Source: an optimization exercise on an open RTL-to-GDS flow (aim: small area). Production flows keep margins and buffers that such runs may drop. Where RTL was checked, it was by simulation tests only, not by an equivalence proof against the original. For runs 1 to 6, only the layout was checked, not whether the RTL still works. Power and IR drop assume default switching activity.

--- design/flow/config.mk ---
export PLATFORM = sky130hd
export DESIGN_NAME = tcp_engine
export DESIGN_NICKNAME = tcp_engine
export VERILOG_FILES = /design/flow/design.v
export SDC_FILE = /design/flow/constraint.sdc
export NUM_CORES = 4
export LEC_CHECK = 0
export CAP_MARGIN = 20
export CORE_MARGIN = 2
export CORE_UTILIZATION = 40
export CTS_BUF_LIST = sky130_fd_sc_hd__clkbuf_16
export CTS_CLUSTER_DIAMETER = 80
export CTS_CLUSTER_SIZE = 30
export SLEW_MARGIN = 20
--- design/flow/design.v ---
`timescale 1ns/1ps
package tcp_pkg;
    localparam int NUM_FLOWS = 4;
    localparam int MAX_SEG   = 64;
endpackage
`timescale 1ns/1ps
`timescale 1ns/1ps
`timescale 1ns/1ps
`timescale 1ns/1ps
`timescale 1ns/1ps
`timescale 1ns/1ps
module tcp_engine (
     input                          clk
    ,input                          rst
    ,input                          rx_hdr_val
    ,input  logic [49:0]            rx_hdr       
    ,output logic                   rx_hdr_rdy
    ,input                          tail_wr_val
    ,input  logic [1:0]             tail_wr_flowid
    ,input  logic [31:0]            tail_wr_ptr
    ,output logic                   tx_pkt_val
    ,output logic [83:0]            tx_pkt       
    ,input                          tx_pkt_rdy
);
    logic [1:0]  p;              
    logic [1:0]  rr;             
    logic [3:0]  v;              
    logic [31:0] exp_r  [4];
    logic [31:0] head_r [4];
    logic [30:0] tail_r [4];    
    logic [1:0]  o_flow;
    logic [6:0]  o_len;          
    logic        adv_q;          
    wire [31:0] exp0  = exp_r[0];
    wire [31:0] head0 = head_r[0];
    wire [30:0] tail0 = tail_r[0];
    wire out_done = ~tx_pkt_val | tx_pkt_rdy;
    wire apply    = adv_q & out_done & (o_flow == p);
    wire can_load = out_done & ~adv_q & v[0];
    assign rx_hdr_rdy = can_load & (rx_hdr[49:48] == p);
    wire accept   = rx_hdr_val & rx_hdr_rdy;
    wire in_order = rx_hdr[47:16] == exp0;
    wire [16:0] exp_lo   = {1'b0, exp0[15:0]} + {1'b0, rx_hdr[15:0] & {16{accept & in_order}}};
    wire [31:0] next_exp = {exp0[31:16] + {15'b0, exp_lo[16]}, exp_lo[15:0]};
    wire [24:0] th    = tail0[30:6];
    wire [24:0] hh_n  = ~head0[30:6];
    wire [6:0]  dlo   = {1'b0, tail0[5:0]} - {1'b0, head0[5:0]};
    wire [5:0]  d     = dlo[5:0];
    wire        b     = dlo[6];
    wire [24:0] hx    = th ^ hh_n;
    wire [24:0] ho    = th | hh_n;
    wire        hi_eq = (hx[0] == ~b) & (hx[24:1] == ho[23:0]);
    wire        ge64    = ~hi_eq;
    wire        pend    = ge64 | (|d);
    wire [6:0]  seg_len = {ge64, d & {6{~ge64}}};
    wire        my_turn = rr == p;
    wire        send    = can_load & ~accept & my_turn & pend;
    wire [31:0] next_head = head0 + {25'b0, o_len & {7{apply}}};
    wire [1:0]  wpos  = tail_wr_flowid - p - 2'd1;
    wire [30:0] wdata = tail_wr_ptr[30:0] & {31{~rst}};
    always_ff @(posedge clk) begin
        for (int k = 0; k < 3; k++) begin
            exp_r[k]  <= exp_r[k+1];
            head_r[k] <= head_r[k+1];
        end
        exp_r[3]  <= next_exp  & {32{v[0]}};
        head_r[3] <= next_head & {32{v[0]}};
        for (int k = 0; k < 4; k++) begin
            if (rst | (tail_wr_val & (wpos == 2'(k))))
                tail_r[k] <= wdata;
            else
                tail_r[k] <= tail_r[(k+1)%4];
        end
    end
    always_ff @(posedge clk) begin
        if (rst) begin
            p          <= '0;
            rr         <= '0;
            v          <= '0;
            adv_q      <= 1'b0;
            tx_pkt_val <= 1'b0;
        end else begin
            p  <= p + 2'd1;
            v  <= {1'b1, v[3:1]};
            if (v[0] & my_turn & (send | ~pend))
                rr <= rr + 2'd1;
            if (send)
                adv_q <= 1'b1;
            else if (apply)
                adv_q <= 1'b0;
            if (out_done)
                tx_pkt_val <= accept | send;
        end
    end
    always_ff @(posedge clk) begin
        if (can_load) begin
            o_flow <= p;
            o_len  <= seg_len & {7{~accept}};
        end
    end
    wire [1:0] o_pos = o_flow - p;
    assign tx_pkt = {o_flow, head_r[o_pos], exp_r[o_pos], 1'b1, |o_len, 9'b0, o_len};
endmodule
--- design/flow/standard.sh ---
#!/bin/bash
# synth_recipe.tcl (not shown) runs the flow's synth.tcl, then flattens the netlist and writes it again
# the make line also repeats each setting of config.mk as NAME=value (left out here)
make -C /OpenROAD-flow-scripts/flow DESIGN_CONFIG=/design/flow/config.mk WORK_HOME=/design/flow/orfs CLKGATE_MAP_FILE= SYNTH_SCRIPT=/design/flow/synth_recipe.tcl "${@:-finish}"
--- design/flow/flow/abc.script ---
&get -n
&st
&dch
&nf -R 1000
&put
topo
stime -c
--- design/flow/constraint.sdc ---
create_clock -name core_clock -period 8.5 [get_ports {clk}]
set_input_delay 1.7000 -clock core_clock [delete_from_list [all_inputs] [get_ports {clk}]]
set_output_delay 1.7000 -clock core_clock [all_outputs]
set_load 0.01 [all_outputs]
--- design/flow/flow/run.sh ---
#!/bin/bash
# The standard layout (standard.sh) with two changes:
#  - synthesis is ORFS's synth.tcl unchanged except that ABC maps the
#    combinational logic with flow/abc.script (area-oriented, delay relaxed);
#    registers, their names and cell types are those of the standard synthesis;
#  - the port buffers are the smallest buffer cell.
set -euo pipefail
here=$(pwd)
sed 's#^\([[:space:]]*\)log_cmd abc {\*}\$abc_args#\1set abc_args [lreplace $abc_args 1 1 '"$here"'/flow/abc.script]\n\1log_cmd abc {*}$abc_args#' \
    "$FLOW_HOME/scripts/synth.tcl" > "$here/synth_area.tcl"
grep -q "flow/abc.script" "$here/synth_area.tcl"
sed 's#source \$::env(SCRIPTS_DIR)/synth.tcl#source '"$here"'/synth_area.tcl#' \
    "$here/synth_recipe.tcl" > "$here/synth_recipe_area.tcl"
grep -q "synth_area.tcl" "$here/synth_recipe_area.tcl"
bash standard.sh SYNTH_SCRIPT="$here/synth_recipe_area.tcl" \
    BUFFER_PORTS_ARGS="-buffer_cell sky130_fd_sc_hd__buf_1" finish > standard_flow.log 2>&1
==> results of run 1 <==
==> cells in the mapped netlist <==
master	number	area, um^2
dfxtp_1	390	7810
nand2_1	327	1230
o21ai_0	159	796
a222oi_1	64	641
xor2_1	63	552
nor2_1	59	221
ha_1	57	713
a21oi_1	52	260
clkinv_1	49	184
and2_0	32	200
xnor2_1	21	184
nand4_1	19	119
nor3_1	16	80.1
and3_1	14	87.6
a31oi_1	13	81.3
nor4_1	13	81.3
nand3_1	12	60.1
buf_4	10	75.1
edfxtp_1	9	270
a21o_1	7	52.6
and4_1	5	43.8
nor2b_1	5	31.3
fa_1	3	60.1
nand2b_1	3	18.8
a221oi_1	2	17.5
conb_1	2	7.51
o22ai_1	2	12.5
a21boi_0	1	7.51
a41o_1	1	10.0
nor3b_1	1	7.51
o2111ai_1	1	8.76
o21a_1	1	7.51
o31ai_1	1	7.51
==> routing by layer <==
layer	vias up	part of all wire	track usage
met5	-	0	0
met4	0	0.023	0.0519
met3	47	0.052	0.0248
met2	270	0.46	0.305
met1	4943	0.46	0.246
li1	5333	-	-
==> worst max-delay path, delay by kind of cell <==
kind / cells / cell delay, ns
simple gates: 14 / 3.33
buf+inv: 4 / 0.45
fa+ha+maj: 3 / 0.77
compound gates: 8 / 1.37
==> kinds of logic (layout without fill, tap and decap cells) <==
family | count (synthesis) | in the layout | synth area share
and+or+nand+nor | 506 | 506 | 0.156
DFF | 399 | 399 | 0.580
AOI/OAI and AO/OA | 304 | 304 | 0.136
xor gates and xnor gates | 84 | 84 | 0.0528
adders and majority gates | 60 | 60 | 0.0555
buffers and inverters | 59 | 255 | 0.0186
other | 2 | 10 | 0.000539
==> area by class of cell <==
type / count / area (um^2) / share of cell area
clock buffer: 20 / 500 / 0.0315
clock inverter: 12 / 158 / 0.00991
inverter: 49 / 185 / 0.0116
multi-input combinational: 964 / 5710 / 0.359
sequential: 399 / 8080 / 0.508
tap: 455 / 569 / 0.0358
timing repair buffer: 174 / 702 / 0.0441
==> registers in the layout, summed over array words and instances, names as in the netlist <==
name	flops
adv_q	1
p	2
head_r	128
tx_pkt_val	1
o_flow	2
o_len	7
tail_r	124
rr	2
exp_r	128
v	4
==> stage by stage <==
step / instance area (um^2) / hold slack (ns) / power, mW
2_1_floorplan: 14000 / 0.330 / 2.16
3_3_place_gp: 15200 / 0.333 / 2.26
3_5_place_dp: 15200 / 0.337 / 2.26
4_1_cts: 15900 / 0.342 / 3.38
5_1_grt: 15900 / 0.346 / 3.48
6_report: 15900 / 0.347 / 3.32
==> worst max-delay path by stage <==
stage / from / slack, ns / end / cells after the start
final: tx_pkt_rdy / 1.34 / exp_r[3][31] / 29
after CTS: tx_pkt_rdy / 1.42 / exp_r[3][31] / 29
after global placement: tx_pkt_rdy / 0.85 / exp_r[3][31] / 29
after global routing: tx_pkt_rdy / 0.79 / exp_r[3][31] / 29
after detailed placement: tx_pkt_rdy / 0.85 / exp_r[3][31] / 29
after floorplan: tx_pkt_rdy / 1.05 / exp_r[3][31] / 27
==> where the power goes <==
| group | leakage (nW) | switching [mW] | internal, mW | total (mW) |
|---|---|---|---|---|
| Sequential | 3.25 | 0.0259 | 1.94 | 1.97 |
| Clock | 0.319 | 0.640 | 0.467 | 1.11 |
| Combinational | 2.72 | 0.176 | 0.0737 | 0.250 |
| Total | 6.29 | 0.843 | 2.48 | 3.32 |
==> flow_summary.toml, run 1 <==
[placed_design]
place.detailed.hpwl_um = 22700
place_inst = 2041
place_congestion = 0.911
port-buffer-count = 163
place_ws_ns = 0.849

[critical_path]
worst-setup-path-type = "in2reg"
max_stage_delay_ns = 0.46
r2r-start = "v[0]"
crit_arrival_ns = 7.63
timing.critical_path.to_type = "flop"
path_max_fanout = 16
timing.critical_path.from_type = "input pin"
regToRegEndpoint = "exp_r[3][31]"
crit_required_ns = 8.97
setup.reg_to_reg.worst_slack_ns = 1.95
worst_r2r_path_depth = 28
critPathSlowestCell = "nor4_1"

[logic_synthesis]
avgSynthCellArea_um2 = 9.85
synth.distinct_cells = 33
synth-seq-area-share = 0.580
ys_warn_count = 4
syn-cell-area_um2 = 13900
syn-instance-count = 1414
synth_seq_cells = 399

[drt]
drt_iter0_drc = 667
totalWireLength_um = 33400
drt-pass1-iter-count = 7
vias_after_detailed_routing = 10593
ant_nets = 0
vias_per_cell = 5.11
detail_route.drc_violations = 0
drt-wirelength-per-cell_um = 16.1

[hold_path]
hold_critical_path_depth = 0
worst_hold_path_type = "reg2reg"
worstHoldEndpoint = "head_r[0][26]"
min_from = "head_r[1][26]"

[sta]
finalSetupViolations = 0
rsz0062_at_grt = "no"
timing_hold_violations_final = 0
max_slew_margin = 0.390
finalCritPeriodShare = 0.842
fmaxAchievable_ghz = 0.140
setup_tns_ns = 0
tightest_slew_ns = 0.915
final.setup.worst_slack_ns = 1.34
clock_skew_after_layout_ns = 0.0224
post-route-min-period_ns = 7.16
report.final.slew_viol_count = 0

[die]
die-area_um2 = 36300
floorplan.initialDensity = 0.404
io-pin-count = 175
fp.dieW_um = 191
die-height_um = 191
core-area_um2 = 34500
num_rows = 68

[global_route]
grt_overflow_total = 0
maximum_number_of_pins_on_one_net_before_global_route_repair = 65
grtUsageTotal = 0.182
antenna_found_initial = 0
number_of_global_route_vias_before_repair = 10078
grt_pass1_wl_um = 53200

[cts]
cts_setup_buffers = 0
tritoncts_clock_tree = "built"
ctsResizeCount = 0
cts_made_buffers = 20
clkSinkCount = 399
cts_buffer_depth = 3
htree_num_levels = 1
clock_root_buffer = "clkbuf_16"
ctsHoldBuffers = 0
clock_latency_ns = 0.55
clk_transition_reported_paths_ns = 0.10

[finish]
design.final.nets = 1757
most-common-layout-cells = "dfxtp_1, nand2_1, buf_1"
n_antenna_cell = 0
final_common_cell = "dfxtp_1"
layout-drive-gt1-share = 0.0321
fillers = 3395
utilization = 0.461
area_delta_synth_final_pct = 14.1
final_cells = 2073

[status]
run_status = "no timing/DRC/antenna violations"

[power]
p_leak_nw = 6.29
cell_area_power_density_nw_per_um2 = 209
ir_drop_v = 0.000156

[flow_run]
max-cap-violations = 0
==> run 2: changes to the inputs <==
--- a/design/flow/config.mk
+++ b/design/flow/config.mk
@@ -7,7 +7,7 @@
 export LEC_CHECK = 0
 export CAP_MARGIN = 20
 export CORE_MARGIN = 2
-export CORE_UTILIZATION = 40
+export CORE_UTILIZATION = 65
 export CTS_BUF_LIST = sky130_fd_sc_hd__clkbuf_16
 export CTS_CLUSTER_DIAMETER = 80
 export CTS_CLUSTER_SIZE = 30
==> run 2 against run 1 <==
Hold slack improved by 0.0036 ns. Flip-flop and latch count unchanged. Global-route usage increased by 7.7 points. Setup slack improved by 0.11 ns. Count of clock-buffer cells in the layout decreased by 3. Die area decreased by 38%. Maximum frequency increased by 1.6%. Critical endpoint is now exp_r[3][30]. Synthesized cell count unchanged. Critical path depth unchanged. Still clean. Sequential share of layout area increased by 1.5 points. Largest cell class unchanged.
==> flow_summary.toml, run 2 <==
[logic_synthesis]
syn-instance-count = 1414
synth_seq_cells = 399
syn-cell-area_um2 = 13900
yosys-top-cells-count = "dfxtp_1, nand2_1, o21ai_0, a222oi_1, xor2_1"
async_flop_share = 0
synthTopCellsByArea = "dfxtp_1, nand2_1, o21ai_0"
post_synth_top_area_cell = "dfxtp_1"
avgSynthCellArea_um2 = 9.85
synth_top_cell_area_share = 0.560
ys_warn_count = 4
synth-seq-area-share = 0.580
synth_enable_flop_cells = 9
postSynth.topFlopCell = "dfxtp_1"
top_count_cell_post_synth = "dfxtp_1"
synth.distinct_cells = 33

[finish]
reg.largest.list = "exp_r x128, head_r x128, tail_r x124"
layout-drive-gt1-share = 0.0243
area_delta_synth_final_pct = 10.9
design.final.nets = 1753
final_area_um2 = 15500
n_antenna_cell = 0
final_common_cell = "dfxtp_1"
most-common-layout-cells = "dfxtp_1, nand2_1, buf_1"

[power]
p_sw_frac = 0.237
power_frac_comb = 0.078
power_report.internal_total_mw = 2.38
switchingPower_mw = 0.740
p_leak_nw = 6.19
cell_area_power_density_nw_per_um2 = 202
ir_drop_v = 0.000167
seq_power_share = 0.630
share_clk_of_total_power = 0.292

[critical_path]
crit_buf_inv = 3
path_max_fanout = 16
max_stage_delay_ns = 0.49
worst-setup-path-type = "in2reg"
critPathSlowestCell = "nor4_1"
timing.critical_path.to_type = "flop"
crit_family = "simple AND/OR/NAND/NOR gates"
cp_common_cell = "o21ai_0"
crit_required_ns = 8.87
crit_arrival_ns = 7.42
timing.critical_path.from_type = "input pin"

[sta]
fmaxAchievable_ghz = 0.142
rsz0062_at_grt = "no"
max_slew_margin = 0.313
finalCritPeriodShare = 0.829
timing_hold_violations_final = 0
clock_skew_after_layout_ns = 0.0194
setup_tns_ns = 0
report.final.slew_viol_count = 0
tightest_slew_ns = 1.02
finalSetupViolations = 0
post-route-min-period_ns = 7.05

[die]
num_rows = 53
die-height_um = 150
io-pin-count = 175
floorplan.initialDensity = 0.663
core-area_um2 = 21000
fp.dieW_um = 150
die-area_um2 = 22600

[flow_run]
max-cap-violations = 0

[cts]
tritoncts_clock_tree = "built"
ctsHoldBuffers = 0
clock_root_buffer = "clkbuf_16"
cts_setup_buffers = 0
clkSinkCount = 399
clk_transition_reported_paths_ns = 0.11
clock_latency_ns = 0.51
cts_made_buffers = 17
htree_num_levels = 1
ctsResizeCount = 0
cts_buffer_depth = 3

[global_route]
number_of_global_route_vias_before_repair = 9756
grt_pass1_wl_um = 47500
maximum_number_of_pins_on_one_net_before_global_route_repair = 65
antenna_found_initial = 0
grt_overflow_total = 0
grtUsageTotal = 0.260

[drt]
ant_nets = 0
totalWireLength_um = 30100
vias_per_cell = 5.59
drt-pass1-iter-count = 9
vias_after_detailed_routing = 10523
drt_iter0_drc = 712
drt-wirelength-per-cell_um = 16.0
detail_route.drc_violations = 0

[placed_design]
port-buffer-count = 163
place.detailed.hpwl_um = 20100
placement.cell_area_um2 = 15000
place_congestion = 0.824

[hold_path]
worst_hold_path_type = "reg2reg"

[status]
run_status = "no timing/DRC/antenna violations"
==> run 2: cell counts after synthesis <==
Identical to the previous run, type by type.
==> run 2: final cells by class <==
type / instances / area, um^2
Tap cell: 275 / 344
Sequential cell: 399 / 8080
Clock buffer: 17 / 425
Inverter: 49 / 184
Timing Repair Buffer: 173 / 687
Clock inverter: 4 / 31.3
Fill cell: 1614 / 5560
Multi-Input combinational cell: 964 / 5710
==> run 2: cell families after synthesis <==
logic type / Yosys count / share of synthesized area
flip-flops: 399 / 0.580
adder cells (fa/ha/maj): 60 / 0.0555
AO/OA/AOI/OAI: 304 / 0.136
AND/OR/NAND/NOR: 506 / 0.156
buffers and inverters: 59 / 0.0186
other: 2 / 0.000539
XOR/XNOR: 84 / 0.0528
==> run 2: power groups by stage <==
| stage | clock, mW | combinational (mW) | sequential [mW] |
|---|---|---|---|
| floorplan | 0 | 0.154 | 2.00 |
| global placement | 0 | 0.239 | 2.01 |
| detailed placement | 0 | 0.244 | 2.01 |
| CTS | 0.935 | 0.246 | 1.97 |
| global route | 1.00 | 0.274 | 1.97 |
| finish | 0.914 | 0.243 | 1.97 |
==> run 2: metal layers <==
layer | vias to the layer above | global-route usage | wire, um
li1 | 5310 | - | -
met1 | 4888 | 0.352 | 13500
met2 | 287 | 0.451 | 14400
met3 | 38 | 0.0279 | 1710
met4 | 0 | 0.0566 | 520
met5 | - | 0 | 0
==> run 2: path summary, 6_finish.rpt <==
| path | to | depth (start not counted) | startpoint | slack, ns |
|---|---|---|---|---|
| setup / recovery | exp_r[3][30] | 29 | tx_pkt_rdy | 1.45 |
| setup reg to reg | exp_r[3][30] | 28 | v[0] | 2.07 |
| hold / removal | head_r[0][24] | 0 | head_r[1][24] | 0.35 |
| hold reg to reg | head_r[0][24] | 0 | head_r[1][24] | 0.35 |
==> run 2: worst register-to-register path, delay by kind of cell, from the launching register on <==
kind / cells / cell delay, ns
xor+xnor: 1 / 0.16
simple gates: 15 / 3.23
compound gates: 6 / 1.09
buf+inv: 3 / 0.71
fa+ha+maj: 3 / 0.73
flops: 1 / 0.32
==> run 2: metrics by stage <==
| stage | total power, mW | setup slack (ns) | cells | hold slack (ns) | utilization |
|---|---|---|---|---|---|
| 4_1_cts | 3.15 | 1.45 | 1881 | 0.350 | 0.735 |
| 2_1_floorplan | 2.16 | 1.05 | 1422 | 0.330 | - |
| 5_1_grt | 3.25 | 0.961 | 1881 | 0.352 | 0.735 |
| 3_3_place_gp | 2.25 | 1.09 | 1860 | 0.332 | 0.714 |
| 6_report | 3.12 | 1.45 | 1881 | 0.351 | 0.735 |
| 3_5_place_dp | 2.25 | 0.933 | 1860 | 0.337 | 0.714 |
==> run 3: changes to the inputs <==
==> design/flow/config.mk (replaced) <==
export PLATFORM = sky130hd
export DESIGN_NAME = tcp_engine
export DESIGN_NICKNAME = tcp_engine
export VERILOG_FILES = /design/flow/design.v
export SDC_FILE = /design/flow/constraint.sdc
export NUM_CORES = 4
export LEC_CHECK = 0
export CAP_MARGIN = 0
export CORE_MARGIN = 2
export CORE_UTILIZATION = 40
export CTS_BUF_LIST = sky130_fd_sc_hd__clkbuf_16
export CTS_CLUSTER_DIAMETER = 80
export CTS_CLUSTER_SIZE = 30
export SLEW_MARGIN = 0
==> run 3 against run 2 <==
Sequential power about the same. Non-clock buffer count unchanged. Sequential share of layout area is 1.4 points lower. Routed wire length is 11% higher. Critical path type unchanged. Hold slack lost 0.018 ns. Critical endpoint is now exp_r[3][31]. Global-route usage is 7.8 points lower. First-iteration DRC count decreased by 8.1%. Clock skew increased by 0.010 ns. Synthesized cell count unchanged. Highest routed layer unchanged. Count of clock-buffer cells in the layout rose by 4. Via count rose by 0.20%.
==> flow_summary.toml, run 3 <==
[status]
run_status = "no timing/DRC/antenna violations"

[finish]
most-common-layout-cells = "dfxtp_1, nand2_1, buf_1"
reg.largest.list = "exp_r x128, head_r x128, tail_r x124"
design.final.nets = 1756
final_common_cell = "dfxtp_1"
area_delta_synth_final_pct = 14.1
final_area_um2 = 15900
n_antenna_cell = 0
layout-drive-gt1-share = 0.0303

[flow_run]
max-cap-violations = 0

[cts]
clk_transition_reported_paths_ns = 0.11
cts_made_buffers = 20
cts_buffer_depth = 3
ctsResizeCount = 0
ctsHoldBuffers = 0
tritoncts_clock_tree = "built"
clkSinkCount = 399
clock_latency_ns = 0.54
clock_root_buffer = "clkbuf_16"
cts_setup_buffers = 0
htree_num_levels = 1

[global_route]
grt_overflow_total = 0
antenna_found_initial = 0
grt_pass1_wl_um = 53100
maximum_number_of_pins_on_one_net_before_global_route_repair = 65
grtUsageTotal = 0.182
number_of_global_route_vias_before_repair = 9985

[drt]
drt-pass1-iter-count = 6
detail_route.drc_violations = 0
drt_iter0_drc = 654
vias_after_detailed_routing = 10544
totalWireLength_um = 33400
ant_nets = 0
vias_per_cell = 5.09
drt-wirelength-per-cell_um = 16.1

[logic_synthesis]
synth_seq_cells = 399
async_flop_share = 0
ys_warn_count = 4
top_count_cell_post_synth = "dfxtp_1"
yosys-top-cells-count = "dfxtp_1, nand2_1, o21ai_0, a222oi_1, xor2_1"
syn-cell-area_um2 = 13900
synth_top_cell_area_share = 0.560
synth-seq-area-share = 0.580
post_synth_top_area_cell = "dfxtp_1"
postSynth.topFlopCell = "dfxtp_1"
synthTopCellsByArea = "dfxtp_1, nand2_1, o21ai_0"
avgSynthCellArea_um2 = 9.85
synth.distinct_cells = 33
syn-instance-count = 1414
synth_enable_flop_cells = 9

[placed_design]
place.detailed.hpwl_um = 22600
placement.cell_area_um2 = 15200
place_congestion = 0.911
port-buffer-count = 163

[die]
fp.dieW_um = 191
io-pin-count = 175
die-height_um = 191
floorplan.initialDensity = 0.404
num_rows = 68
core-area_um2 = 34500
die-area_um2 = 36300

[hold_path]
hold_critical_path_depth = 0
worstHoldEndpoint = "exp_r[1][12]"
min_from = "exp_r[2][12]"
worst_hold_path_type = "reg2reg"

[critical_path]
regToRegEndpoint = "exp_r[3][31]"
crit_required_ns = 8.97
path_max_fanout = 16
worst_r2r_path_depth = 28
max_stage_delay_ns = 0.46
critPathSlowestCell = "nor4_1"
timing.critical_path.from_type = "input pin"
worst-setup-path-type = "in2reg"
crit_arrival_ns = 7.67
timing.critical_path.to_type = "flop"
setup.reg_to_reg.worst_slack_ns = 1.87
r2r-start = "v[0]"

[sta]
max_slew_margin = 0.262
finalCritPeriodShare = 0.847
setup_tns_ns = 0
report.final.slew_viol_count = 0
rsz0062_at_grt = "no"
tightest_slew_ns = 1.10
fmaxAchievable_ghz = 0.139
clock_skew_after_layout_ns = 0.0298
post-route-min-period_ns = 7.20
timing_hold_violations_final = 0
finalSetupViolations = 0

[power]
power.total_mw = 3.34
p_leak_nw = 6.29
ir_drop_v = 0.000141
cell_area_power_density_nw_per_um2 = 210
[run 3: cell counts after synthesis]
No cell type changed its count.
[run 3: worst max-delay path: cells and delay by family]
family | cells | cell delay [ns]
adder cells (fa/ha/maj) | 3 | 0.78
AND/OR/NAND/NOR | 14 | 3.31
buffers and inverters | 4 | 0.44
AO/OA/AOI/OAI | 8 | 1.45
[run 3: worst max path at each step]
stage                     cells after the start  slack (ns)       start           end
after floorplan                              27        1.05  tx_pkt_rdy  exp_r[3][31]
after global placement                       29        0.85  tx_pkt_rdy  exp_r[3][31]
after detailed placement                     29        0.85  tx_pkt_rdy  exp_r[3][31]
after CTS                                    29        1.34  tx_pkt_rdy  exp_r[3][31]
after global routing                         29        0.75  tx_pkt_rdy  exp_r[3][31]
final                                        29        1.30  tx_pkt_rdy  exp_r[3][31]
[run 3: through the flow]
stage / setup slack (ns) / hold WS, ns / utilization / instances
floorplan: 1.05 / 0.330 / - / 1422
global placement: 0.845 / 0.333 / 0.442 / 2040
detailed placement: 0.853 / 0.337 / 0.442 / 2040
CTS: 1.34 / 0.340 / 0.461 / 2072
global route: 0.754 / 0.340 / 0.461 / 2072
finish: 1.30 / 0.332 / 0.461 / 2072
[run 3: per-layer routing]
metal | vias to the layer above | wire, um | global-route usage
li1 | 5326 | - | -
met1 | 4908 | 15400 | 0.251
met2 | 268 | 15500 | 0.304
met3 | 42 | 1770 | 0.0217
met4 | 0 | 738 | 0.0447
met5 | - | 0 | 0
[run 3: area by class of cell]
cell class | count | area (um^2)
Fill cell | 3391 | 18600
Sequential cell | 399 | 8080
Multi-Input combinational cell | 964 | 5710
Timing Repair Buffer | 173 | 687
Tap cell | 455 | 569
Clock buffer | 21 | 526
Inverter | 49 | 184
Clock inverter | 11 | 139
[run 3: cells by family after synthesis]
| family | count (synthesis) | synth area share |
|---|---|---|
| compound gates | 304 | 0.136 |
| simple gates | 506 | 0.156 |
| other cells | 2 | 0.000539 |
| flops | 399 | 0.580 |
| xor+xnor | 84 | 0.0528 |
| buf+inv | 59 | 0.0186 |
| fa+ha+maj | 60 | 0.0555 |
[run 3: power by group]
group,total (mW),internal (mW),switching [mW],leakage [nW]
Sequential,1.97,1.94,0.0255,3.25
Combinational,0.250,0.0734,0.176,2.71
Clock,1.12,0.482,0.637,0.330
==> run 4: changes to the inputs <==
--- a/design/flow/flow/run.sh
+++ b/design/flow/flow/run.sh
@@ -3,7 +3,8 @@
 #  - synthesis is ORFS's synth.tcl unchanged except that ABC maps the
 #    combinational logic with flow/abc.script (area-oriented, delay relaxed);
 #    registers, their names and cell types are those of the standard synthesis;
-#  - the port buffers are the smallest buffer cell.
+#  - the port buffers are the smallest buffer cell;
+#  - clock tree synthesis inserts no dummy loads.
 set -euo pipefail
 here=$(pwd)
 sed 's#^\([[:space:]]*\)log_cmd abc {\*}\$abc_args#\1set abc_args [lreplace $abc_args 1 1 '"$here"'/flow/abc.script]\n\1log_cmd abc {*}$abc_args#' \
@@ -13,4 +14,6 @@
     "$here/synth_recipe.tcl" > "$here/synth_recipe_area.tcl"
 grep -q "synth_area.tcl" "$here/synth_recipe_area.tcl"
 bash standard.sh SYNTH_SCRIPT="$here/synth_recipe_area.tcl" \
-    BUFFER_PORTS_ARGS="-buffer_cell sky130_fd_sc_hd__buf_1" finish > standard_flow.log 2>&1
+    BUFFER_PORTS_ARGS="-buffer_cell sky130_fd_sc_hd__buf_1" \
+    CTS_ARGS="-sink_clustering_enable -repair_clock_nets -sink_clustering_size 30 -sink_clustering_max_diameter 80 -buf_list sky130_fd_sc_hd__clkbuf_16 -dont_use_dummy_load" \
+    finish > standard_flow.log 2>&1
--- a/design/flow/config.mk
+++ b/design/flow/config.mk
@@ -5,10 +5,10 @@
 export SDC_FILE = /design/flow/constraint.sdc
 export NUM_CORES = 4
 export LEC_CHECK = 0
-export CAP_MARGIN = 0
+export CAP_MARGIN = 20
 export CORE_MARGIN = 2
 export CORE_UTILIZATION = 40
 export CTS_BUF_LIST = sky130_fd_sc_hd__clkbuf_16
 export CTS_CLUSTER_DIAMETER = 80
 export CTS_CLUSTER_SIZE = 30
-export SLEW_MARGIN = 0
+export SLEW_MARGIN = 20
==> run 4 against run 3 <==
Critical endpoint unchanged. Flip-flop and latch count did not move. Critical path depth did not move. Cell area fell by 0.93%. Highest routed layer unchanged. Combinational power barely moved. Non-clock buffer count rose by 1. Maximum frequency barely moved. Sequential power barely moved. Routed wire length rose by 0.10%. Largest cell class unchanged.
==> flow_summary.toml, run 4 <==
[power]
ir_drop_v = 0.000150
cell_area_power_density_nw_per_um2 = 203
p_leak_nw = 6.21

[global_route]
maximum_number_of_pins_on_one_net_before_global_route_repair = 65
grtUsageTotal = 0.182
antenna_found_initial = 0
grt_overflow_total = 0
number_of_global_route_vias_before_repair = 10073
grt_pass1_wl_um = 53100

[logic_synthesis]
synth-seq-area-share = 0.580
syn-cell-area_um2 = 13900
synth_top_cell_area_share = 0.560
yosys-top-cells-count = "dfxtp_1, nand2_1, o21ai_0, a222oi_1, xor2_1"
ys_warn_count = 4
async_flop_share = 0
avgSynthCellArea_um2 = 9.85
synth_enable_flop_cells = 9
top_count_cell_post_synth = "dfxtp_1"
syn-instance-count = 1414
synth.distinct_cells = 33
post_synth_top_area_cell = "dfxtp_1"
synthTopCellsByArea = "dfxtp_1, nand2_1, o21ai_0"
synth_seq_cells = 399
postSynth.topFlopCell = "dfxtp_1"

[finish]
multi_input_area_um2 = 5710
area.sequential_um2 = 8080
design.final.nets = 1757
most-common-layout-cells = "dfxtp_1, nand2_1, buf_1"
final_area_um2 = 15700
area_delta_synth_final_pct = 13.0
utilization = 0.457
final_common_cell = "dfxtp_1"
reg.largest.list = "exp_r x128, head_r x128, tail_r x124"
fillers = 3413
n_antenna_cell = 0
layout-drive-gt1-share = 0.0255

[placed_design]
port-buffer-count = 163
place.detailed.hpwl_um = 22700
place_congestion = 0.911
placement.cell_area_um2 = 15200

[cts]
cts_setup_buffers = 0
ctsResizeCount = 0
cts_made_buffers = 20
ctsHoldBuffers = 0
htree_num_levels = 1
clock_latency_ns = 0.55
clk_transition_reported_paths_ns = 0.10
tritoncts_clock_tree = "built"
clock_root_buffer = "clkbuf_16"
cts_buffer_depth = 3
clkSinkCount = 399

[die]
die-height_um = 191
io-pin-count = 175
floorplan.initialDensity = 0.404
die-area_um2 = 36300
core-area_um2 = 34500
fp.dieW_um = 191
num_rows = 68

[sta]
clock_skew_after_layout_ns = 0.0637
post-route-min-period_ns = 7.20
max_slew_margin = 0.391
finalSetupViolations = 0
setup_tns_ns = 0
report.final.slew_viol_count = 0
rsz0062_at_grt = "no"
tightest_slew_ns = 0.913
timing_hold_violations_final = 0
fmaxAchievable_ghz = 0.139
finalCritPeriodShare = 0.847

[hold_path]
worst_hold_path_type = "reg2reg"

[critical_path]
timing.critical_path.from_type = "input pin"
max_stage_delay_ns = 0.46
crit_required_ns = 8.95
critPathSlowestCell = "nor4_1"
crit_arrival_ns = 7.65
worst-setup-path-type = "in2reg"
path_max_fanout = 16
timing.critical_path.to_type = "flop"

[drt]
vias_after_detailed_routing = 10538
detail_route.drc_violations = 0
drt_iter0_drc = 685
drt-wirelength-per-cell_um = 16.2
totalWireLength_um = 33400
ant_nets = 0
drt-pass1-iter-count = 8
vias_per_cell = 5.11

[status]
run_status = "no timing/DRC/antenna violations"

[flow_run]
max-cap-violations = 0
run 4: cell counts after synthesis:
Identical to the previous run, type by type.
run 4: critical path: cells and delay by family:
family / cells / cell delay, ns
buffers and inverters: 4 / 0.45
AOI/OAI and AO/OA: 8 / 1.38
adders and majority gates: 3 / 0.77
and+or+nand+nor: 14 / 3.33
run 4: area by class of cell:
class / instances / share of cell area
sequential: 399 / 0.513
clock buffer: 20 / 0.0318
multi-input combinational: 964 / 0.363
inverter: 49 / 0.0118
timing repair buffer: 174 / 0.0446
tap: 455 / 0.0362
run 4: power by group:
| group | internal, mW | switching (mW) |
|---|---|---|
| registers | 1.94 | 0.0259 |
| logic | 0.0737 | 0.177 |
| clock network | 0.422 | 0.554 |
run 4: routing by layer:
metal | share of wire | track usage
met5 | 0 | 0
met4 | 0.024 | 0.0522
met3 | 0.056 | 0.0241
met2 | 0.46 | 0.305
met1 | 0.46 | 0.246
run 4: through the flow:
stage	setup WS [ns]	hold slack (ns)	power (mW)	cells
2_1_floorplan	1.05	0.330	2.16	1422
3_3_place_gp	0.845	0.333	2.26	2040
3_5_place_dp	0.849	0.337	2.26	2041
4_1_cts	1.39	0.315	3.24	2061
5_1_grt	0.761	0.320	3.34	2061
6_report	1.30	0.313	3.19	2061
run 4: path summary, 6_finish.rpt:
kind,start,to,slack (ns),cells after the start
setup reg to reg,v[0],exp_r[3][31],1.95,28
hold reg to reg,head_r[1][13],head_r[0][13],0.31,0
hold / removal,head_r[1][13],head_r[0][13],0.31,0
setup / recovery,tx_pkt_rdy,exp_r[3][31],1.30,29
run 4: cell families (layout without fill, tap and decap cells):
group,after synthesis,in the layout,synth area share
compound gates,304,304,0.136
xor+xnor,84,84,0.0528
fa+ha+maj,60,60,0.0555
buf+inv,59,243,0.0186
flops,399,399,0.580
other cells,2,10,0.000539
simple gates,506,506,0.156
==> run 5: changes to the inputs <==
--- a/design/flow/flow/run.sh
+++ b/design/flow/flow/run.sh
@@ -15,5 +15,5 @@
 grep -q "synth_area.tcl" "$here/synth_recipe_area.tcl"
 bash standard.sh SYNTH_SCRIPT="$here/synth_recipe_area.tcl" \
     BUFFER_PORTS_ARGS="-buffer_cell sky130_fd_sc_hd__buf_1" \
-    CTS_ARGS="-sink_clustering_enable -repair_clock_nets -sink_clustering_size 30 -sink_clustering_max_diameter 80 -buf_list sky130_fd_sc_hd__clkbuf_16 -dont_use_dummy_load" \
+    CTS_ARGS="-sink_clustering_enable -repair_clock_nets -sink_clustering_size 18 -sink_clustering_max_diameter 60 -buf_list sky130_fd_sc_hd__clkbuf_8 -dont_use_dummy_load" \
     finish > standard_flow.log 2>&1
==> run 5 against run 4 <==
Setup slack better by 0.10 ns. First-iteration DRC count is 2.3% lower. Global-route usage hardly changed. Cell count is 0.53% higher. Critical endpoint unchanged. Highest routed layer unchanged. Non-clock buffer count stayed put. Die area stayed put. Maximum frequency is 1.4% higher. Via count is 0.22% higher. Synthesized cell count stayed put. Clock power is 9.7% lower. Combinational power hardly changed. Critical path type unchanged.
==> flow_summary.toml, run 5 <==
[status]
run_status = "no timing/DRC/antenna violations"

[die]
num_rows = 68
die-height_um = 191
die-area_um2 = 36300
core-area_um2 = 34500
fp.dieW_um = 191
floorplan.initialDensity = 0.404
io-pin-count = 175

[global_route]
grt_overflow_total = 0
grtUsageTotal = 0.182
maximum_number_of_pins_on_one_net_before_global_route_repair = 65
grt_pass1_wl_um = 53300
antenna_found_initial = 0
number_of_global_route_vias_before_repair = 10121

[finish]
design.final.nets = 1768
reg.largest.list = "exp_r x128, head_r x128, tail_r x124"
most-common-layout-cells = "dfxtp_1, nand2_1, buf_1"
final_common_cell = "dfxtp_1"
n_antenna_cell = 0
area_delta_synth_final_pct = 12.5
final_cells = 2072
layout-drive-gt1-share = 0.0322

[sta]
fmaxAchievable_ghz = 0.141
finalCritPeriodShare = 0.835
tightest_slew_ns = 0.917
rsz0062_at_grt = "no"
final.setup.worst_slack_ns = 1.40
timing_hold_violations_final = 0
report.final.slew_viol_count = 0
max_slew_margin = 0.389
clock_skew_after_layout_ns = 0.0765
setup_tns_ns = 0
post-route-min-period_ns = 7.10
finalSetupViolations = 0

[cts]
ctsHoldBuffers = 0
clock_latency_ns = 0.62
htree_num_levels = 1
cts_setup_buffers = 0
ctsResizeCount = 0
clk_transition_reported_paths_ns = 0.10
cts_buffer_depth = 3
clkSinkCount = 399
clock_root_buffer = "clkbuf_8"
cts_made_buffers = 31
tritoncts_clock_tree = "built"

[hold_path]
worstHoldEndpoint = "head_r[0][7]"
worst_hold_path_type = "reg2reg"
hold_critical_path_depth = 0
min_from = "head_r[1][7]"

[drt]
detail_route.drc_violations = 0
ant_nets = 0
drt-wirelength-per-cell_um = 16.2
vias_per_cell = 5.10
totalWireLength_um = 33600
drt-pass1-iter-count = 9
drt_iter0_drc = 669
vias_after_detailed_routing = 10561

[logic_synthesis]
synth_seq_cells = 399
postSynth.topFlopCell = "dfxtp_1"
synth.distinct_cells = 33
post_synth_xor_area_fraction = 0.0528
yosys-top-cells-count = "dfxtp_1, nand2_1, o21ai_0, a222oi_1, xor2_1"
synth-simple-area-share = 0.156
ys_warn_count = 4
syn-instance-count = 1414
avgSynthCellArea_um2 = 9.85
syn-cell-area_um2 = 13900
synthAdderAreaFrac = 0.0555
synth-compound-area-share = 0.136
synth-seq-area-share = 0.580
main_combinational_cell_family_by_area_after_synthesis = "simple AND/OR/NAND/NOR gates"
top_count_cell_post_synth = "dfxtp_1"
synth_mux_area_frac = 0
synthTopCellsByArea = "dfxtp_1, nand2_1, o21ai_0"
synth_top_cell_area_share = 0.560
post_synth_top_area_cell = "dfxtp_1"
synth_enable_flop_cells = 9
async_flop_share = 0

[critical_path]
cp_num_cells = 29
crit_arrival_ns = 7.62
critPathSlowestCell = "nor4_1"
crit_required_ns = 9.02
crit_family = "simple AND/OR/NAND/NOR gates"
regToRegEndpoint = "exp_r[3][31]"
setup.reg_to_reg.worst_slack_ns = 1.94
timing.critical_path.to_type = "flop"
timing.critical_path.from_type = "input pin"
crit_buf_inv = 4
path_max_fanout = 16
max_stage_delay_ns = 0.45
worst-setup-path-type = "in2reg"
worst_r2r_path_depth = 28
r2r-start = "v[0]"

[flow_run]
max-cap-violations = 0

[placed_design]
place_inst = 2041
place_congestion = 0.911
place_ws_ns = 0.849
port-buffer-count = 163
place.detailed.hpwl_um = 22700

[power]
ir_drop_v = 0.000138
cell_area_power_density_nw_per_um2 = 198
p_leak_nw = 6.19
==> run 5: layout make-up <==
type	instances	area, um^2
Clock buffer	31	427
Timing Repair Buffer	174	702
Multi-Input combinational cell	964	5710
Inverter	49	185
Fill cell	3435	18800
Tap cell	455	569
Sequential cell	399	8080
==> run 5: worst reg2reg max path: cells and delay by family, from the launching register on <==
| family | cells | cell delay, ns |
|---|---|---|
| simple gates | 13 | 3.21 |
| compound gates | 8 | 1.40 |
| buf+inv | 4 | 0.78 |
| fa+ha+maj | 3 | 0.77 |
| flops | 1 | 0.32 |
==> run 5: kinds of logic after synthesis <==
kind of cell / Yosys count
simple gates: 506
flops: 399
compound gates: 304
xor+xnor: 84
fa+ha+maj: 60
buf+inv: 59
other cells: 2
==> run 5: stage by stage <==
| stage | area (um^2) | hold slack [ns] | utilization | power, mW |
|---|---|---|---|---|
| 2_1_floorplan | 14000 | 0.330 | - | 2.16 |
| 3_3_place_gp | 15200 | 0.333 | 0.442 | 2.26 |
| 3_5_place_dp | 15200 | 0.337 | 0.442 | 2.26 |
| 4_1_cts | 15700 | 0.281 | 0.455 | 3.14 |
| 5_1_grt | 15700 | 0.296 | 0.455 | 3.24 |
| 6_report | 15700 | 0.277 | 0.455 | 3.10 |
==> run 5: worst max-delay path by stage <==
stage          startpoint            to
2_1_floorplan  tx_pkt_rdy  exp_r[3][31]
3_3_place_gp   tx_pkt_rdy  exp_r[3][31]
3_5_place_dp   tx_pkt_rdy  exp_r[3][31]
4_1_cts        tx_pkt_rdy  exp_r[3][31]
5_1_grt        tx_pkt_rdy  exp_r[3][31]
6_report       tx_pkt_rdy  exp_r[3][31]
==> run 5: report_power, final <==
part           leakage (nW)  internal, mW  switching (mW)
clock network         0.223         0.324           0.556
registers              3.25          1.94          0.0258
logic                  2.72        0.0737           0.177
total                  6.19          2.34           0.758
==> run 5: metal layers <==
layer  vias up  global-route usage  wire, um
met4         0              0.0540       923
met3        55              0.0254      1710
li1       5335                   -         -
met1      4900               0.245     15600
met5         -                   0         0
met2       271               0.305     15300
==> run 6: changes to the inputs <==
--- a/design/flow/flow/run.sh
+++ b/design/flow/flow/run.sh
@@ -15,5 +15,5 @@
 grep -q "synth_area.tcl" "$here/synth_recipe_area.tcl"
 bash standard.sh SYNTH_SCRIPT="$here/synth_recipe_area.tcl" \
     BUFFER_PORTS_ARGS="-buffer_cell sky130_fd_sc_hd__buf_1" \
-    CTS_ARGS="-sink_clustering_enable -repair_clock_nets -sink_clustering_size 18 -sink_clustering_max_diameter 60 -buf_list sky130_fd_sc_hd__clkbuf_8 -dont_use_dummy_load" \
+    CTS_ARGS="-sink_clustering_enable -repair_clock_nets -sink_clustering_size 30 -sink_clustering_max_diameter 80 -buf_list {sky130_fd_sc_hd__clkbuf_4 sky130_fd_sc_hd__clkbuf_8 sky130_fd_sc_hd__clkbuf_16} -dont_use_dummy_load" \
     finish > standard_flow.log 2>&1
==> run 6 against run 5 <==
Die area unchanged. Cell area up 0.47%. Cell count down 0.53%. Sequential share of layout area fell by 0.24 points. Flip-flop and latch count unchanged. Clock skew decreased by 0.013 ns. Total power grew 3.1%. Hold slack better by 0.036 ns. Critical path type unchanged.
==> flow_summary.toml, run 6 <==
[finish]
area_delta_synth_final_pct = 13.0
final_common_cell = "dfxtp_1"
fillers = 3413
most-common-layout-cells = "dfxtp_1, nand2_1, buf_1"
area.sequential_um2 = 8080
design.final.nets = 1757
final_area_um2 = 15700
multi_input_area_um2 = 5710
layout-drive-gt1-share = 0.0255
n_antenna_cell = 0
reg.largest.list = "exp_r x128, head_r x128, tail_r x124"

[logic_synthesis]
postSynth.topFlopCell = "dfxtp_1"
synth_top_cell_area_share = 0.560
syn-instance-count = 1414
yosys-top-cells-count = "dfxtp_1, nand2_1, o21ai_0, a222oi_1, xor2_1"
ys_warn_count = 4
synth_enable_flop_cells = 9
syn-cell-area_um2 = 13900
post_synth_top_area_cell = "dfxtp_1"
synth.distinct_cells = 33
async_flop_share = 0
synth_seq_cells = 399
synth-seq-area-share = 0.580
top_count_cell_post_synth = "dfxtp_1"
avgSynthCellArea_um2 = 9.85
synthTopCellsByArea = "dfxtp_1, nand2_1, o21ai_0"

[hold_path]
worstHoldEndpoint = "head_r[0][13]"
worst_hold_path_type = "reg2reg"
min_from = "head_r[1][13]"
hold_critical_path_depth = 0

[sta]
timing_hold_violations_final = 0
tightest_slew_ns = 0.913
max_slew_margin = 0.391
fmaxAchievable_ghz = 0.139
hold_ws_ns = 0.313
finalCritPeriodShare = 0.847
report.final.slew_viol_count = 0
post-route-min-period_ns = 7.20
setup_tns_ns = 0
clock_skew_after_layout_ns = 0.0637
finalSetupViolations = 0
rsz0062_at_grt = "no"

[die]
num_rows = 68
die-area_um2 = 36300
floorplan.initialDensity = 0.404
core-area_um2 = 34500
io-pin-count = 175
fp.dieW_um = 191
die-height_um = 191

[power]
cell_area_power_density_nw_per_um2 = 203
p_leak_nw = 6.21
ir_drop_v = 0.000150

[placed_design]
placement.cell_area_um2 = 15200
port-buffer-count = 163
place_congestion = 0.911
place.detailed.hpwl_um = 22700

[critical_path]
max_stage_delay_ns = 0.46
crit_required_ns = 8.95
crit_buf_inv = 4
r2r-start = "v[0]"
crit_family = "simple AND/OR/NAND/NOR gates"
timing.critical_path.from_type = "input pin"
regToRegEndpoint = "exp_r[3][31]"
worst_r2r_path_depth = 28
critPathSlowestCell = "nor4_1"
path_max_fanout = 16
crit_arrival_ns = 7.65
worstSetupStartpoint = "tx_pkt_rdy"
timing.critical_path.to_type = "flop"
setup.reg_to_reg.worst_slack_ns = 1.95
worst-setup-path-type = "in2reg"

[global_route]
number_of_global_route_vias_before_repair = 10073
maximum_number_of_pins_on_one_net_before_global_route_repair = 65
grt_overflow_total = 0
grtUsageTotal = 0.182
grt_pass1_wl_um = 53100
antenna_found_initial = 0

[cts]
cts_setup_buffers = 0
htree_num_levels = 1
clock_latency_ns = 0.55
cts_buffer_depth = 3
cts_made_buffers = 20
clkSinkCount = 399
tritoncts_clock_tree = "built"
ctsHoldBuffers = 0
clk_transition_reported_paths_ns = 0.10
clock_root_buffer = "clkbuf_16"
ctsResizeCount = 0

[drt]
drt_iter0_drc = 685
drt-wirelength-per-cell_um = 16.2
detail_route.drc_violations = 0
vias_after_detailed_routing = 10538
drt-pass1-iter-count = 8
totalWireLength_um = 33400
ant_nets = 0
vias_per_cell = 5.11

[flow_run]
max-cap-violations = 0

[status]
run_status = "no timing/DRC/antenna violations"
## run 6: worst reg2reg max path, delay by kind of cell, from the launching register on
family	cells	cell delay [ns]
DFF	1	0.31
AOI/OAI and AO/OA	8	1.38
buffers and inverters	4	0.79
and+or+nand+nor	13	3.24
adders and majority gates	3	0.77
## run 6: cells by family (layout without fill, tap and decap cells)
kind of cell               Yosys count  after routing  share of synthesized area
other                                2             10                   0.000539
buffers and inverters               59            243                     0.0186
DFF                                399            399                      0.580
adders and majority gates           60             60                     0.0555
xor gates and xnor gates            84             84                     0.0528
and+or+nand+nor                    506            506                      0.156
AOI/OAI and AO/OA                  304            304                      0.136
## run 6: where the power goes
part | total, mW | switching (mW) | internal (mW)
Combinational | 0.250 | 0.177 | 0.0737
Clock | 0.975 | 0.554 | 0.422
Sequential | 1.97 | 0.0259 | 1.94
## run 6: per-stage QoR
step                std cells  power [mW]  utilization  worst slack (ns)
global placement         2040        2.26        0.442             0.845
finish                   2061        3.19        0.457              1.30
global route             2061        3.34        0.457             0.761
detailed placement       2041        2.26        0.442             0.849
floorplan                1422        2.16            -              1.05
CTS                      2061        3.24        0.457              1.39
## run 6: how the worst max path moves through the flow
stage	endpoint	slack [ns]	depth (start not counted)
6_report	exp_r[3][31]	1.30	29
5_1_grt	exp_r[3][31]	0.76	29
4_1_cts	exp_r[3][31]	1.39	29
3_5_place_dp	exp_r[3][31]	0.85	29
3_3_place_gp	exp_r[3][31]	0.85	29
2_1_floorplan	exp_r[3][31]	1.05	27
## run 6: metal layers
metal,GRT usage,up-vias,part of all wire
met1,0.246,4903,0.46
met3,0.0241,47,0.056
li1,-,5318,-
met2,0.305,270,0.46
met5,0,-,0
met4,0.0522,0,0.024
## run 6: final cells by class
class | count | area share
clock buffer | 20 | 0.0318
inverter | 49 | 0.0118
multi-input combinational | 964 | 0.363
sequential | 399 | 0.513
tap | 455 | 0.0362
timing repair buffer | 174 | 0.0446
==> run 7: changes to the inputs <==
--- a/design/flow/design.v
+++ b/design/flow/design.v
@@ -24,7 +24,7 @@
 );
     logic [1:0]  p;              
     logic [1:0]  rr;             
-    logic [3:0]  v;              
+    logic        clean;          
     logic [31:0] exp_r  [4];
     logic [31:0] head_r [4];
     logic [30:0] tail_r [4];    
@@ -36,7 +36,7 @@
     wire [30:0] tail0 = tail_r[0];
     wire out_done = ~tx_pkt_val | tx_pkt_rdy;
     wire apply    = adv_q & out_done & (o_flow == p);
-    wire can_load = out_done & ~adv_q & v[0];
+    wire can_load = out_done & ~adv_q & clean;
     assign rx_hdr_rdy = can_load & (rx_hdr[49:48] == p);
     wire accept   = rx_hdr_val & rx_hdr_rdy;
     wire in_order = rx_hdr[47:16] == exp0;
@@ -63,8 +63,8 @@
             exp_r[k]  <= exp_r[k+1];
             head_r[k] <= head_r[k+1];
         end
-        exp_r[3]  <= next_exp  & {32{v[0]}};
-        head_r[3] <= next_head & {32{v[0]}};
+        exp_r[3]  <= next_exp  & {32{clean}};
+        head_r[3] <= next_head & {32{clean}};
         for (int k = 0; k < 4; k++) begin
             if (rst | (tail_wr_val & (wpos == 2'(k))))
                 tail_r[k] <= wdata;
@@ -76,13 +76,14 @@
         if (rst) begin
             p          <= '0;
             rr         <= '0;
-            v          <= '0;
+            clean      <= 1'b0;
             adv_q      <= 1'b0;
             tx_pkt_val <= 1'b0;
         end else begin
             p  <= p + 2'd1;
-            v  <= {1'b1, v[3:1]};
-            if (v[0] & my_turn & (send | ~pend))
+            if (p == 2'd3)
+                clean <= 1'b1;
+            if (clean & my_turn & (send | ~pend))
                 rr <= rr + 2'd1;
             if (send)
                 adv_q <= 1'b1;
--- a/design/flow/flow/run.sh
+++ b/design/flow/flow/run.sh
@@ -15,5 +15,5 @@
 grep -q "synth_area.tcl" "$here/synth_recipe_area.tcl"
 bash standard.sh SYNTH_SCRIPT="$here/synth_recipe_area.tcl" \
     BUFFER_PORTS_ARGS="-buffer_cell sky130_fd_sc_hd__buf_1" \
-    CTS_ARGS="-sink_clustering_enable -repair_clock_nets -sink_clustering_size 30 -sink_clustering_max_diameter 80 -buf_list {sky130_fd_sc_hd__clkbuf_4 sky130_fd_sc_hd__clkbuf_8 sky130_fd_sc_hd__clkbuf_16} -dont_use_dummy_load" \
+    CTS_ARGS="-sink_clustering_enable -repair_clock_nets -sink_clustering_size 30 -sink_clustering_max_diameter 80 -buf_list sky130_fd_sc_hd__clkbuf_16 -dont_use_dummy_load" \
     finish > standard_flow.log 2>&1
--- a/design/flow/config.mk
+++ b/design/flow/config.mk
@@ -7,7 +7,7 @@
 export LEC_CHECK = 0
 export CAP_MARGIN = 20
 export CORE_MARGIN = 2
-export CORE_UTILIZATION = 40
+export CORE_UTILIZATION = 65
 export CTS_BUF_LIST = sky130_fd_sc_hd__clkbuf_16
 export CTS_CLUSTER_DIAMETER = 80
 export CTS_CLUSTER_SIZE = 30
==> run 7 against run 6 <==
Still clean. Combinational power increased by 6%. Cell area down 1.9%. Register-to-register slack improved by 0.45 ns. Utilization up 28 points. Synthesized area did not move. Flip-flop and latch count decreased by 3. Sequential share of layout area rose by 0.63 points.
==> flow_summary.toml, run 7 <==
[drt]
vias_per_cell = 5.63
drt-wirelength-per-cell_um = 16.1
drt-pass1-iter-count = 9
drt_iter0_drc = 732
ant_nets = 0
met3_layer_wire_length_in_the_routed_design_um = 1800
detail_route.drc_violations = 0
routed.top_layer = "met4"
met1_length_um = 13800
detailroute.wirelength.met2_um = 14000
totalWireLength_um = 30100
vias_after_detailed_routing = 10525

[placed_design]
port-buffer-count = 163
place_congestion = 0.809
place.detailed.hpwl_um = 20600
placement.cell_area_um2 = 15000

[cts]
ctsResizeCount = 0
clock_root_buffer = "clkbuf_16"
clk_transition_reported_paths_ns = 0.10
htree_num_levels = 1
tritoncts_clock_tree = "built"
cts_buffer_depth = 3
cts_setup_buffers = 0
clock_latency_ns = 0.51
clkSinkCount = 396
cts_made_buffers = 17
ctsHoldBuffers = 0

[logic_synthesis]
syn-instance-count = 1406
synth_enable_flop_cells = 9
postSynth.topFlopCell = "dfxtp_1"
async_flop_share = 0
syn-cell-area_um2 = 13900
yosys-top-cells-count = "dfxtp_1, nand2_1, o21ai_0, a222oi_1, nor2_1"
top_count_cell_post_synth = "dfxtp_1"
post_synth_top_area_cell = "dfxtp_1"
ys_warn_count = 4
synthTopCellsByArea = "dfxtp_1, nand2_1, o21ai_0"
synth_top_cell_area_share = 0.556
synth-seq-area-share = 0.575
synth.distinct_cells = 35
synth_seq_cells = 396
avgSynthCellArea_um2 = 9.91

[flow_run]
max-cap-violations = 0

[sta]
timing_hold_violations_final = 0
tightest_slew_ns = 1.03
rsz0062_at_grt = "no"
post-route-min-period_ns = 6.98
finalCritPeriodShare = 0.821
max_slew_margin = 0.310
fmaxAchievable_ghz = 0.143
setup_tns_ns = 0
finalSetupViolations = 0
hold_ws_ns = 0.337
report.final.slew_viol_count = 0
clock_skew_after_layout_ns = 0.0330

[critical_path]
timing.critical_path.from_type = "input pin"
critPathSlowestCell = "nor4_1"
timing.critical_path.to_type = "flop"
crit_buf_inv = 2
crit_required_ns = 8.90
crit_arrival_ns = 7.38
cp_common_cell = "nand2_1"
path_max_fanout = 5
worst-setup-path-type = "in2reg"
max_stage_delay_ns = 0.43
crit_family = "simple AND/OR/NAND/NOR gates"

[hold_path]
worst_hold_path_type = "reg2reg"

[die]
die-height_um = 150
core-area_um2 = 21000
fp.dieW_um = 150
num_rows = 53
die-area_um2 = 22600
floorplan.initialDensity = 0.663
io-pin-count = 175

[global_route]
antenna_found_initial = 0
maximum_number_of_pins_on_one_net_before_global_route_repair = 63
number_of_global_route_vias_before_repair = 9643
grt_overflow_total = 0
grtUsageTotal = 0.260
grt_pass1_wl_um = 47600

[power]
ir_drop_v = 0.000176
cell_area_power_density_nw_per_um2 = 201
p_leak_nw = 6.13
power.total_mw = 3.11

[finish]
most-common-layout-cells = "dfxtp_1, nand2_1, buf_1"
layout-drive-gt1-share = 0.0238
design.final.nets = 1748
reg.largest.list = "exp_r x128, head_r x128, tail_r x124"
area_delta_synth_final_pct = 10.8
n_antenna_cell = 0
utilization = 0.734
fillers = 1611
final_area_um2 = 15400
final_common_cell = "dfxtp_1"

[status]
run_status = "no timing/DRC/antenna violations"
-- run 7: area by class of cell --
type	count	area, um^2	area share
Clock buffer	17	425	0.0276
Inverter	45	169	0.0109
Multi-Input combinational cell	963	5780	0.374
Sequential cell	396	8020	0.519
Tap cell	275	344	0.0223
Timing Repair Buffer	175	703	0.0456
-- run 7: through the flow --
step,cells,setup WS [ns]
2_1_floorplan,1414,1.39
3_3_place_gp,1854,1.23
3_5_place_dp,1854,1.07
4_1_cts,1871,1.57
5_1_grt,1871,0.980
6_report,1871,1.52
-- run 7: cells by family (layout without fill, tap and decap cells) --
kind of cell,count (synthesis),count (layout),synth area share
simple gates,504,504,0.161
other cells,2,10,0.000539
fa+ha+maj,61,61,0.0564
compound gates,305,305,0.137
buf+inv,55,237,0.0175
flops,396,396,0.575
xor+xnor,83,83,0.0522
-- run 7: final timing paths --
check / depth (start not counted) / start / slack, ns / to
hold reg to reg: 0 / head_r[3][3] / 0.34 / head_r[2][3]
setup reg to reg: 29 / exp_r[0][29] / 2.40 / exp_r[3][30]
hold / removal: 0 / head_r[3][3] / 0.34 / head_r[2][3]
setup / recovery: 30 / tx_pkt_rdy / 1.52 / exp_r[3][30]
-- run 7: routing by layer --
layer  track usage  vias to the layer above
li1              -                     5281
met1         0.367                     4913
met2         0.435                      306
met3        0.0282                       25
met4        0.0547                        0
met5             0                        -
-- run 7: power by group --
part,internal [mW],switching [mW],leakage (nW)
logic,0.0806,0.184,2.68
clock network,0.363,0.528,0.209
registers,1.93,0.0254,3.24
==> run 8: changes to the inputs <==
--- a/design/flow/flow/run.sh
+++ b/design/flow/flow/run.sh
@@ -15,5 +15,5 @@
 grep -q "synth_area.tcl" "$here/synth_recipe_area.tcl"
 bash standard.sh SYNTH_SCRIPT="$here/synth_recipe_area.tcl" \
     BUFFER_PORTS_ARGS="-buffer_cell sky130_fd_sc_hd__buf_1" \
-    CTS_ARGS="-sink_clustering_enable -repair_clock_nets -sink_clustering_size 30 -sink_clustering_max_diameter 80 -buf_list sky130_fd_sc_hd__clkbuf_16 -dont_use_dummy_load" \
+    CTS_ARGS="-sink_clustering_enable -repair_clock_nets -sink_clustering_size 18 -sink_clustering_max_diameter 60 -buf_list sky130_fd_sc_hd__clkbuf_8 -dont_use_dummy_load" \
     finish > standard_flow.log 2>&1
==> run 8 against run 7 <==
Critical path type unchanged. Die area stayed put. Synthesized area stayed put. Global-route usage grew 0.13 points. Total power fell by 1.9%. Maximum frequency up 0.18%. Combinational power about the same. Cell area shrank 0.26%. Still clean. Hold slack lost 0.015 ns.
==> flow_summary.toml, run 8 <==
[status]
run_status = "no timing/DRC/antenna violations"

[logic_synthesis]
synth-simple-area-share = 0.161
post_synth_xor_area_fraction = 0.0522
synth_seq_cells = 396
yosys-top-cells-count = "dfxtp_1, nand2_1, o21ai_0, a222oi_1, nor2_1"
synth_top_cell_area_share = 0.556
synth_enable_flop_cells = 9
async_flop_share = 0
syn-cell-area_um2 = 13900
synth-compound-area-share = 0.137
top_count_cell_post_synth = "dfxtp_1"
syn-instance-count = 1406
synth-seq-area-share = 0.575
synthTopCellsByArea = "dfxtp_1, nand2_1, o21ai_0"
post_synth_top_area_cell = "dfxtp_1"
synth.distinct_cells = 35
main_combinational_cell_family_by_area_after_synthesis = "simple AND/OR/NAND/NOR gates"
postSynth.topFlopCell = "dfxtp_1"
synthAdderAreaFrac = 0.0564
synth_mux_area_frac = 0
ys_warn_count = 4
avgSynthCellArea_um2 = 9.91

[cts]
clkSinkCount = 396
cts_made_buffers = 28
ctsHoldBuffers = 0
clock_latency_ns = 0.57
clk_transition_reported_paths_ns = 0.10
ctsResizeCount = 0
htree_num_levels = 1
tritoncts_clock_tree = "built"
cts_setup_buffers = 0
clock_root_buffer = "clkbuf_8"
cts_buffer_depth = 3

[global_route]
grtUsageTotal = 0.261
grt_pass1_wl_um = 47800
maximum_number_of_pins_on_one_net_before_global_route_repair = 63
grt_overflow_total = 0
number_of_global_route_vias_before_repair = 9705
antenna_found_initial = 0

[critical_path]
timing.critical_path.from_type = "input pin"
worstSetupStartpoint = "tx_pkt_rdy"
path_max_fanout = 5
worst-setup-path-type = "in2reg"
timing.critical_path.to_type = "flop"
r2r-start = "p[1]"
critPathSlowestCell = "nor4_1"
crit_arrival_ns = 7.44
cp_common_cell = "nand2_1"
crit_required_ns = 8.97
crit_buf_inv = 2
crit_family = "simple AND/OR/NAND/NOR gates"
max_stage_delay_ns = 0.44

[drt]
vias_after_detailed_routing = 10576
detail_route.drc_violations = 0
vias_per_cell = 5.62
drt-wirelength-per-cell_um = 16.1
drt_iter0_drc = 727
drt-pass1-iter-count = 10
ant_nets = 0
totalWireLength_um = 30300

[hold_path]
min_from = "head_r[2][6]"
worst_hold_path_type = "reg2reg"

[power]
switchingPower_mw = 0.747
cell_area_power_density_nw_per_um2 = 198
p_sw_frac = 0.245
p_leak_nw = 6.12
power_frac_comb = 0.087
ir_drop_v = 0.000141
seq_power_share = 0.640
power.total_mw = 3.05
share_clk_of_total_power = 0.273
power_report.internal_total_mw = 2.30

[finish]
most-common-layout-cells = "dfxtp_1, nand2_1, buf_1"
layout-drive-gt1-share = 0.0305
design.final.nets = 1759
multi_input_area_um2 = 5780
area_delta_synth_final_pct = 10.5
n_antenna_cell = 0
reg.largest.list = "exp_r x128, head_r x128, tail_r x124"
area.sequential_um2 = 8020
final_common_cell = "dfxtp_1"
fillers = 1614

[placed_design]
place_ws_ns = 1.07
place.detailed.hpwl_um = 20600
port-buffer-count = 163
place_congestion = 0.809

[sta]
max_slew_margin = 0.328
post-route-min-period_ns = 6.97
fmaxAchievable_ghz = 0.143
setup_tns_ns = 0
timing_hold_violations_final = 0
clock_skew_after_layout_ns = 0.0347
finalCritPeriodShare = 0.820
report.final.slew_viol_count = 0
rsz0062_at_grt = "no"
final.setup.worst_slack_ns = 1.53
finalSetupViolations = 0
tightest_slew_ns = 1.00

[die]
io-pin-count = 175
core-area_um2 = 21000
floorplan.initialDensity = 0.663
die-area_um2 = 22600
num_rows = 53
fp.dieW_um = 150
die-height_um = 150

[flow_run]
max-cap-violations = 0
[run 8: cell type report]
class	count	share of cell area
multi-input cells	963	0.375
flip-flops and latches	396	0.521
repair buffers	175	0.0457
clock buffers	28	0.0250
inverters	45	0.0110
well taps	275	0.0223
[run 8: cells by family (layout without fill, tap and decap cells)]
group / count (synthesis) / count (layout)
fa+ha+maj: 61 / 61
xor+xnor: 83 / 83
simple gates: 504 / 504
buf+inv: 55 / 248
compound gates: 305 / 305
flops: 396 / 396
other cells: 2 / 10
[run 8: final timing paths]
check | to | slack (ns) | cells past startpoint
worst max-delay path | exp_r[3][30] | 1.53 | 30
worst min-delay path | head_r[1][6] | 0.32 | 0
worst max register to register | exp_r[3][30] | 2.35 | 28
worst min register to register | head_r[1][6] | 0.32 | 0
[run 8: worst reg2reg max path: cells and delay by family, from the launching register on]
kind,cells,cell delay [ns]
fa+ha+maj,3,0.76
compound gates,6,1.22
flops,1,0.50
simple gates,17,3.38
buf+inv,1,0.08
xor+xnor,1,0.12
[run 8: metrics by stage]
step                cells   util  cell area, um^2  hold slack, ns
floorplan            1414      -            14000           0.330
global placement     1854  0.714            15000           0.333
detailed placement   1854  0.714            15000           0.335
CTS                  1882  0.732            15400           0.325
global route         1882  0.732            15400           0.335
finish               1882  0.732            15400           0.321
[run 8: layer usage]
metal | vias up | routed length, um | track usage | part of all wire
li1 | 5302 | - | - | -
met3 | 39 | 1690 | 0.0321 | 0.056
met2 | 311 | 13900 | 0.433 | 0.46
met1 | 4924 | 14100 | 0.370 | 0.47
met5 | - | 0 | 0 | 0
met4 | 0 | 548 | 0.0547 | 0.018
[run 8: power groups by stage]
stage	Clock, mW	Combinational, mW	Sequential, mW
after global routing	0.917	0.298	1.96
after detailed placement	0	0.266	2.00
after floorplan	0	0.164	1.99
after CTS	0.848	0.267	1.95
after global placement	0	0.259	1.99
final	0.832	0.266	1.95

-- re-timing with driven ports --
How much do the figures lean on ideal ports? The routed layouts below were timed once more, with nothing changed but the port constraints. Step 1 sets driving cells, clkbuf_16 on the clock port and buf_2 on the other inputs (assumed; they add their load-dependent delay and slew). Step 2 also shifts input and output timing later by t, the mid clock arrival at the registers, as if the neighbouring blocks saw the same clock. a / b / c = ideal ports / drivers / drivers and shift; a / b = the first two.
run | t, ns | slack for setup (ns) | latest minus earliest clock arrival (ns)
run 1 | 0.589 | 1.340 / 1.363 / 0.775 | 0.022 / 0.023
run 2 | 0.552 | 1.451 / 1.469 / 0.917 | 0.020 / 0.019
run 3 | 0.570 | 1.300 / 1.323 / 0.753 | 0.044 / 0.043
run 4 | 0.567 | 1.299 / 1.322 / 0.755 | 0.064 / 0.064
run 5 | 0.635 | 1.400 / 1.422 / 0.788 | 0.077 / 0.077
run 6 | 0.567 | 1.299 / 1.322 / 0.755 | 0.064 / 0.064
run 7 | 0.540 | 1.517 / 1.541 / 1.001 | 0.034 / 0.034
run 8 | 0.599 | 1.530 / 1.549 / 0.950 | 0.035 / 0.035
After both steps setup and hold are still met in every run listed. For run 5, which loses most, drivers alone change the setup slack by +0.022 ns; drivers and shift together by -0.612 ns.
